What follows belongs to an exercise in optimizing a design on an open flow for small area; a production flow would make more cautious choices. The RTL was checked by simulation tests, not by an equivalence proof against the original design. No activity file was given, so power comes from the tool's default toggle rates. The clock port is modelled as an ideal driver; clocking choices that lean on that would not hold on a real chip.

## flow/design.v

```verilog
package avalon_st_pkg;
    localparam int unsigned BEAT_BYTES = 16;
    localparam int unsigned DATA_WIDTH = 8 * BEAT_BYTES;
    function automatic int unsigned empty_width(input int unsigned bytes);
        empty_width = (bytes > 1) ? $clog2(bytes) : 1;
    endfunction
    function automatic int unsigned ptr_width(input int unsigned depth);
        ptr_width = $clog2(depth) + 1;
    endfunction
    localparam int unsigned EMPTY_WIDTH = empty_width(BEAT_BYTES);
    typedef struct packed {
        logic [DATA_WIDTH-1:0]  data;
        logic                   sop;
        logic                   eop;
        logic [EMPTY_WIDTH-1:0] empty;
    } avalon_beat_t;
endpackage
module fifo_mem
#(
    parameter int unsigned DEPTH = 16,
    parameter int unsigned WIDTH = 134
) (
    input  logic                  clk,
    input  logic [DEPTH-1:0]      we,
    input  logic [DEPTH-1:0]      hold,
    input  logic [WIDTH-1:0]      wdata,
    input  logic [DEPTH-1:0]      rsel,
    output logic [WIDTH-1:0]      rdata
);
    logic [WIDTH-1:0] mem [0:DEPTH-1];
    for (genvar i = 0; i < DEPTH; i++) begin : g_row
        always_ff @(posedge clk) begin
            mem[i] <= (wdata & {WIDTH{we[i]}}) | (mem[i] & {WIDTH{hold[i]}});
        end
    end
    always_comb begin
        rdata = '0;
        for (int i = 0; i < DEPTH; i++) begin
            rdata = rdata | (mem[i] & {WIDTH{rsel[i]}});
        end
    end
endmodule
module avalon_st_fifo
#(
    parameter int unsigned DATA_WIDTH_IN_BYTES = 16,
    parameter int unsigned DEPTH               = 16,
    parameter int unsigned ALMOST_FULL_THRESH  = DEPTH - 4
) (
    input  logic                        clk,
    input  logic                        rst,
    input  logic [8*DATA_WIDTH_IN_BYTES-1:0]                          sink_data,
    input  logic                                                      sink_valid,
    input  logic                                                      sink_sop,
    input  logic                                                      sink_eop,
    input  logic [avalon_st_pkg::empty_width(DATA_WIDTH_IN_BYTES)-1:0] sink_empty,
    output logic                                                      sink_rdy,
    output logic [8*DATA_WIDTH_IN_BYTES-1:0]                          src_data,
    output logic                                                      src_valid,
    output logic                                                      src_sop,
    output logic                                                      src_eop,
    output logic [avalon_st_pkg::empty_width(DATA_WIDTH_IN_BYTES)-1:0] src_empty,
    input  logic                                                      src_rdy,
    output logic [avalon_st_pkg::ptr_width(DEPTH)-1:0] fill_level,
    output logic [avalon_st_pkg::ptr_width(DEPTH)-1:0] pkt_count,
    output logic                        almost_full
);
    localparam int unsigned PW = avalon_st_pkg::ptr_width(DEPTH);
    localparam int unsigned AW = PW - 1;
    localparam int unsigned EW = avalon_st_pkg::empty_width(DATA_WIDTH_IN_BYTES);
    localparam int unsigned BW = 8*DATA_WIDTH_IN_BYTES + EW + 2;
    logic [AW-1:0] wr_q;      
    logic [AW-1:0] wr2_q;     
    logic [AW-1:0] hp_q;      
    logic          shown_q;   
    logic [PW-1:0] fill_q, fill_d;
    logic [PW-1:0] pkt_q;
    logic          rdy_q;
    logic          empty, push, pop, hd_inc;
    logic [DEPTH-1:0] we, hold, rsel;
    logic [BW-1:0] wbeat, rbeat;
    assign empty  = (fill_q == '0);
    assign push   = sink_valid && rdy_q;
    assign pop    = !empty && src_rdy;
    assign fill_d = fill_q + PW'(push) - PW'(pop);
    assign hd_inc = (fill_d != '0) && (pop || empty);
    always_comb begin
        for (int i = 0; i < DEPTH; i++) begin
            we[i]   = push && (wr_q == AW'(i));
            hold[i] = !(push && (wr2_q == AW'(i)));
            rsel[i] = shown_q && (hp_q == AW'(i + 1));
        end
    end
    assign wbeat = {sink_data, sink_sop, sink_eop, sink_empty};
    fifo_mem #(
        .DEPTH (DEPTH),
        .WIDTH (BW)
    ) u_mem (
        .clk   (clk),
        .we    (we),
        .hold  (hold),
        .wdata (wbeat),
        .rsel  (rsel),
        .rdata (rbeat)
    );
    always_ff @(posedge clk or negedge rst) begin
        if (!rst) begin
            wr_q    <= '0;
            wr2_q   <= '0;
            hp_q    <= '0;
            shown_q <= 1'b0;
            fill_q  <= '0;
            pkt_q   <= '0;
            rdy_q   <= 1'b0;
        end else begin
            wr_q    <= wr_q + AW'(push);
            wr2_q   <= wr2_q + AW'(push);
            hp_q    <= hp_q + AW'(hd_inc);
            shown_q <= shown_q || push;
            fill_q  <= fill_d;
            pkt_q   <= pkt_q + PW'(push && sink_eop) - PW'(pop && src_eop);
            rdy_q   <= (fill_d != PW'(DEPTH));
        end
    end
    assign {src_data, src_sop, src_eop, src_empty} = rbeat;
    assign sink_rdy    = rdy_q;
    assign src_valid   = !empty;
    assign fill_level  = fill_q;
    assign pkt_count   = pkt_q;
    assign almost_full = (fill_q >= PW'(ALMOST_FULL_THRESH));
endmodule
```

## flow/flow/run.sh

```bash
#!/bin/bash
# The standard layout with three changes:
#  - synthesis maps the logic with flow/abc_map.script, an area-recovering ABC script, in
#    place of ORFS's ABC script; everything else in synthesis is the standard flow's own script, so the
#    registers, their names and cell types are the standard synthesis's;
#  - input/output ports are buffered with buf_1 cells;
#  - clock tree synthesis builds the tree from clkbuf_16 cells without dummy balancing loads.
# Each tool's output goes to ORFS's own per-step logs under orfs/logs; make's output to make_finish.log.
set -euo pipefail
W=$PWD
F=$W/flow

# ORFS synth.tcl, with the final abc call pointed at our script.
sed 's#^\(\s*\)log_cmd abc {\*}\$abc_args#\1set abc_args [lreplace $abc_args 1 1 '"$F"'/abc_map.script]\n\1log_cmd abc {*}$abc_args#' \
    "$FLOW_HOME/scripts/synth.tcl" > "$W/synth_orfs_abc.tcl"
[[ $(grep -c "abc_map.script" "$W/synth_orfs_abc.tcl") == 1 ]]
# The standard flow's synthesis script, sourcing that copy.
sed 's#\$::env(SCRIPTS_DIR)/synth.tcl#'"$W"'/synth_orfs_abc.tcl#' "$W/synth_recipe.tcl" > "$W/own_synth.tcl"
[[ $(grep -c "synth_orfs_abc.tcl" "$W/own_synth.tcl") == 1 ]]
# The standard.sh, with our synthesis script.
sed 's#SYNTH_SCRIPT=[^ ]*#SYNTH_SCRIPT='"$W"'/own_synth.tcl#' "$W/standard.sh" > "$W/own_standard.sh"
[[ $(grep -c "own_synth.tcl" "$W/own_standard.sh") == 1 ]]

export BUFFER_PORTS_ARGS="-buffer_cell sky130_fd_sc_hd__buf_1"
export CTS_ARGS="-sink_clustering_enable -repair_clock_nets -dont_use_dummy_load -buf_list sky130_fd_sc_hd__clkbuf_16 -sink_clustering_size 32 -sink_clustering_max_diameter 80"
bash "$W/own_standard.sh" "$@" > "$W/make_finish.log" 2>&1
```

## flow/flow/abc_map.script

```
&get -n
&st
&synch2
&nf -R 1000
&st
&dch
&nf -R 1000
&put
```

## flow/standard.sh

```bash
#!/bin/bash
# synth_recipe.tcl (not shown) runs the flow's synth.tcl, then flattens the netlist and writes it again
# the make line also repeats each setting of config.mk as NAME=value (left out here)
make -C /OpenROAD-flow-scripts/flow DESIGN_CONFIG=/design/flow/config.mk WORK_HOME=/design/flow/orfs CLKGATE_MAP_FILE= SYNTH_SCRIPT=/design/flow/synth_recipe.tcl "${@:-finish}"
```

## flow/config.mk

```make
export PLATFORM = sky130hd
export DESIGN_NAME = avalon_st_fifo
export DESIGN_NICKNAME = avalon_st_fifo
export VERILOG_FILES = /design/flow/design.v
export SDC_FILE = /design/flow/constraint.sdc
export NUM_CORES = 4
export LEC_CHECK = 0
export CAP_MARGIN = 20
export CORE_MARGIN = 2
export CORE_UTILIZATION = 60
export SLEW_MARGIN = 20
```

## flow/constraint.sdc

```tcl
create_clock -name core_clock -period 7.0 [get_ports {clk}]
set_input_delay 1.4000 -clock core_clock [delete_from_list [all_inputs] [get_ports {clk}]]
set_output_delay 1.4000 -clock core_clock [all_outputs]
set_load 0.01 [all_outputs]
```

==> run notes <==
[cell type report]
| cell class | instances | area (sq um) |
|---|---|---|
| tap | 1612 | 2020 |
| sequential | 2168 | 43500 |
| antenna | 17 | 42.5 |
| timing repair buffer | 369 | 2330 |
| clock buffer | 85 | 2130 |
| multi-input combinational | 3465 | 29600 |
| fill | 9257 | 40400 |
| inverter | 18 | 67.6 |
[per-layer routing]
metal	routed length (um)	GRT usage, %
met1	104000	56.1
met2	115000	60.5
met3	33000	9.38
met4	9300	14.5
met5	226	0
[state kept, by name (all words and copies together) (netlist names)]
register	cells
shown_q	1
fill_q	5
wr2_q	4
hp_q	4
rdy_q	1
u_mem.mem	2144
pkt_q	5
wr_q	4
[kinds of logic after synthesis]
group | after synthesis
simple gates | 472
mux | 1
compound gates | 2958
flops | 2168
fa+ha+maj | 21
buf+inv | 18
xor+xnor | 13
[Yosys cell counts]
cell type / instances
sky130_fd_sc_hd__nand4_1: 102
sky130_fd_sc_hd__a21oi_1: 4
sky130_fd_sc_hd__nand2b_1: 6
sky130_fd_sc_hd__nor2b_1: 2
sky130_fd_sc_hd__or4_1: 1
sky130_fd_sc_hd__nand3b_1: 3
sky130_fd_sc_hd__nor3b_1: 2
sky130_fd_sc_hd__or3b_1: 1
sky130_fd_sc_hd__a21o_1: 3
sky130_fd_sc_hd__xnor2_1: 9
sky130_fd_sc_hd__a221o_1: 1
sky130_fd_sc_hd__nor2_1: 29
sky130_fd_sc_hd__a221oi_1: 80
sky130_fd_sc_hd__nand3_1: 41
sky130_fd_sc_hd__a22oi_1: 233
sky130_fd_sc_hd__a22o_1: 2223
sky130_fd_sc_hd__fa_1: 2
sky130_fd_sc_hd__ha_1: 19
sky130_fd_sc_hd__o22a_1: 1
sky130_fd_sc_hd__and2_0: 2
sky130_fd_sc_hd__nand2_1: 135
sky130_fd_sc_hd__dfrtp_1: 24
sky130_fd_sc_hd__or3_1: 1
sky130_fd_sc_hd__nor3_1: 10
sky130_fd_sc_hd__xor2_1: 4
sky130_fd_sc_hd__clkinv_1: 18
sky130_fd_sc_hd__and3_1: 64
sky130_fd_sc_hd__dfxtp_1: 2144
sky130_fd_sc_hd__mux2i_1: 1
sky130_fd_sc_hd__a222oi_1: 413
sky130_fd_sc_hd__and4_1: 73
[power breakdown]
| group | internal, mW | switching, mW |
|---|---|---|
| registers | 18.2 | 3.23 |
| logic | 6.92 | 7.91 |
| clock network | 2.20 | 3.74 |
| total | 27.3 | 14.9 |
[worst paths after layout]
check / start / end / slack, ns / depth (start not counted)
setup / recovery: hp_q[3]$_DFF_PN0_ / src_data[18] / 1.44 / 7
max in group asynchronous: rst / pkt_q[2]$_DFF_PN0_ / 6.08 / 2
min in group asynchronous: rst / pkt_q[1]$_DFF_PN0_ / 0.62 / 2
hold / removal: u_mem.mem[10][34]$_DFF_P_ / u_mem.mem[10][34]$_DFF_P_ / 0.48 / 1
setup reg to reg: hp_q[3]$_DFF_PN0_ / pkt_q[4]$_DFF_PN0_ / 2.67 / 13
hold reg to reg: u_mem.mem[10][34]$_DFF_P_ / u_mem.mem[10][34]$_DFF_P_ / 0.48 / 1
[worst max-delay path, cell delays in order, from the launching register on]
cell and delay, ns:
sky130_fd_sc_hd__dfrtp_1 0.67, sky130_fd_sc_hd__nand2b_1 0.35, sky130_fd_sc_hd__nor2_4 0.96, sky130_fd_sc_hd__buf_4 0.58, sky130_fd_sc_hd__a22oi_1 0.17, sky130_fd_sc_hd__and3_1 0.25, sky130_fd_sc_hd__nand4_1 0.25, sky130_fd_sc_hd__buf_1 0.19
==> summary.log <==
INFO  critical_path  worst_setup_path_start_kind=flip-flop
INFO  timing         unrepaired_setup_endpoints_after_global_routing=no
INFO  yosys          synth-adder-area-share=0.382%
INFO  yosys          muxShareOfSynthArea=0.0138%
INFO  floorplanning  initial_core_util=60.6%
INFO  clock_tree     clock_tree.htree_level_count=3
INFO  yosys          top_cells_by_area_in_the_synthesized_netlist=sky130_fd_sc_hd__dfxtp_1 59%, sky130_fd_sc_hd__a22o_1 27%, sky130_fd_sc_hd__a222oi_1 5.7%, sky130_fd_sc_hd__a22oi_1 2.4%, sky130_fd_sc_hd__a221oi_1 0.96%
INFO  yosys          synth_top_area_share=59.0%
INFO  detailed_routing remaining_drc_errors=0
INFO  timing         finalHoldWorstSlack=0.484ns
INFO  global_route   grt_start_max_net_pins=135
INFO  worst_hold_path min_path_type=reg -> reg
INFO  yosys          mappedNetlistNets=5810
INFO  floorplanning  die_h=352um
INFO  placement      place.port_buffers=284
INFO  detailed_routing drt_wl_total=261000um
INFO  critical_path  critPathArrivalTime=4.16ns
INFO  critical_path  worst_path_required_time=5.60ns
INFO  final_layout   finalCoreUtilization=66.4%
INFO  yosys          synth_top_cell_by_area=sky130_fd_sc_hd__dfxtp_1
INFO  timing         max-slew-margin-rel=16.9%
INFO  power          p_leak=29.8nW
INFO  timing         maxClockFrequency=0.180GHz
INFO  floorplanning  floorplan.io_pins=285
INFO  final_layout   drive_gt1_share=3.60%
INFO  yosys          synth_simple_gate_area_share=3.67%
INFO  detailed_routing route.detailed.wl_per_inst=33.8um
INFO  detailed_routing detail_route.iter0.violations=11694
INFO  clock_tree     cts_hold_repair.buffers=0
INFO  critical_path  end_kind=primary output
INFO  floorplanning  die_width=352um
INFO  final_layout   flow.area_growth_from_synthesis=9.53%
INFO  clock_tree     post_cts_setup_bufs=0
INFO  clock_tree     cts_resized=0
INFO  clock_tree     cts_max_path_buffers=3
INFO  run            drv_cap=0
INFO  final_layout   final_area=79700squm
INFO  global_route   grt_antenna_before_repair=32
INFO  clock_tree     clock_insertion_delay_worst_skew=0.74ns
INFO  timing         clock-skew-final=0.0625ns
INFO  detailed_routing ant_nets=0
INFO  yosys          synth-compound-area-share=35.9%
INFO  floorplanning  num_rows=127
INFO  yosys          ys_seq_elements=2168
INFO  global_route   grt_first_pass_wirelength=387000um
INFO  critical_path  path_max_fanout=25
INFO  placement      place_ws=2.24ns
INFO  detailed_routing detail_route.vias_per_cell=7.94
INFO  detailed_routing drt_first_pass_iters=10
INFO  yosys          syn_area=72800squm
INFO  detailed_routing total_number_of_vias=61393
INFO  power          vdd_ir_drop_max=0.504mV
INFO  yosys          synth.distinct_cells=31
INFO  timing         number_of_failing_setup_endpoints_in_the_final_timing_report=0
INFO  timing         setup_slack=1.44ns
INFO  yosys          ys_warn_count=3
INFO  timing         final_count_of_pins_violating_max_slew=0
INFO  timing         transition_time_at_the_pin_with_the_least_slew_margin=1.25ns
INFO  clock_tree     clk_pin_slew_worst_paths=0.08ns
INFO  timing         hold_viol=0
INFO  critical_path  worstSetupPathType=reg -> out
INFO  timing         final_min_period_over_clock_period=79.4%
INFO  global_route   grt_overflow_total=0
INFO  clock_tree     cts_buffers=85
INFO  power          power_per_cell_area=530nW/um^2
INFO  yosys          netlist_instances=5651
INFO  global_route   first_global_vias=59301
INFO  yosys          post_synth_xor_area_fraction=0.156%
INFO  outcome        run_status=no timing/DRC/antenna violations
INFO  placement      place.detailed.instances=7631
INFO  final_layout   layout.cells.most_common_list=2223 x sky130_fd_sc_hd__a22o_1, 2144 x sky130_fd_sc_hd__dfxtp_1, 413 x sky130_fd_sc_hd__a222oi_1
INFO  floorplanning  die-area=124000squm
INFO  floorplanning  placeableCoreArea=120000squm
INFO  yosys          synthesis.area_per_instance=12.9squm
INFO  clock_tree     tritoncts=built
INFO  yosys          combinational_family_with_the_most_area_after_synthesis=compound AO/OA/AOI/OAI gates
INFO  yosys          sequential_cell_area_fraction_in_the_yosys_report=59.8%
INFO  power          power_total=42.2mW
INFO  timing         period_minus_slack=5.56ns
INFO  clock_tree     tritoncts_num_sinks=2168
INFO  final_layout   layout_commonest_cell=sky130_fd_sc_hd__a22o_1
INFO  placement      detailed_place_hpwl=118000um
INFO  final_layout   stdcell_count=7734
INFO  clock_tree     cts_root_buf=sky130_fd_sc_hd__clkbuf_16
INFO  final_layout   final_net_count=6266
INFO  global_route   globalRouteTotalUtil=40.0%
INFO  placement      globalplace.congestion=0.770
INFO  timing         setup_total_neg_slack=0ns
INFO  placement      dpl-instance-area=77500squm

## re-timing with driven ports
No port has a modelled driver above. Below, the same layout with a new extraction and two added sets of constraints.
Step 1, drivers: a clkbuf_16 drives clk and a buf_2 each remaining input, both assumed.
Step 2 moves the port delays by t, midway between the first and last clock arrival at a register: inputs arrive t later, outputs are due t later. That takes back most of the time a late clock gives input paths.
Three values: ideal ports, drivers, drivers and shift; two values: the first two.
t, ns: 0.788
setup slack, ns: 1.439 / 1.360 / 2.148
worst register clock-pin slew, ns: 0.12 / 0.12
After both steps this run still meets setup and hold. The setup slack of this run moves by -0.079 ns with the drivers and by +0.709 ns with both steps.
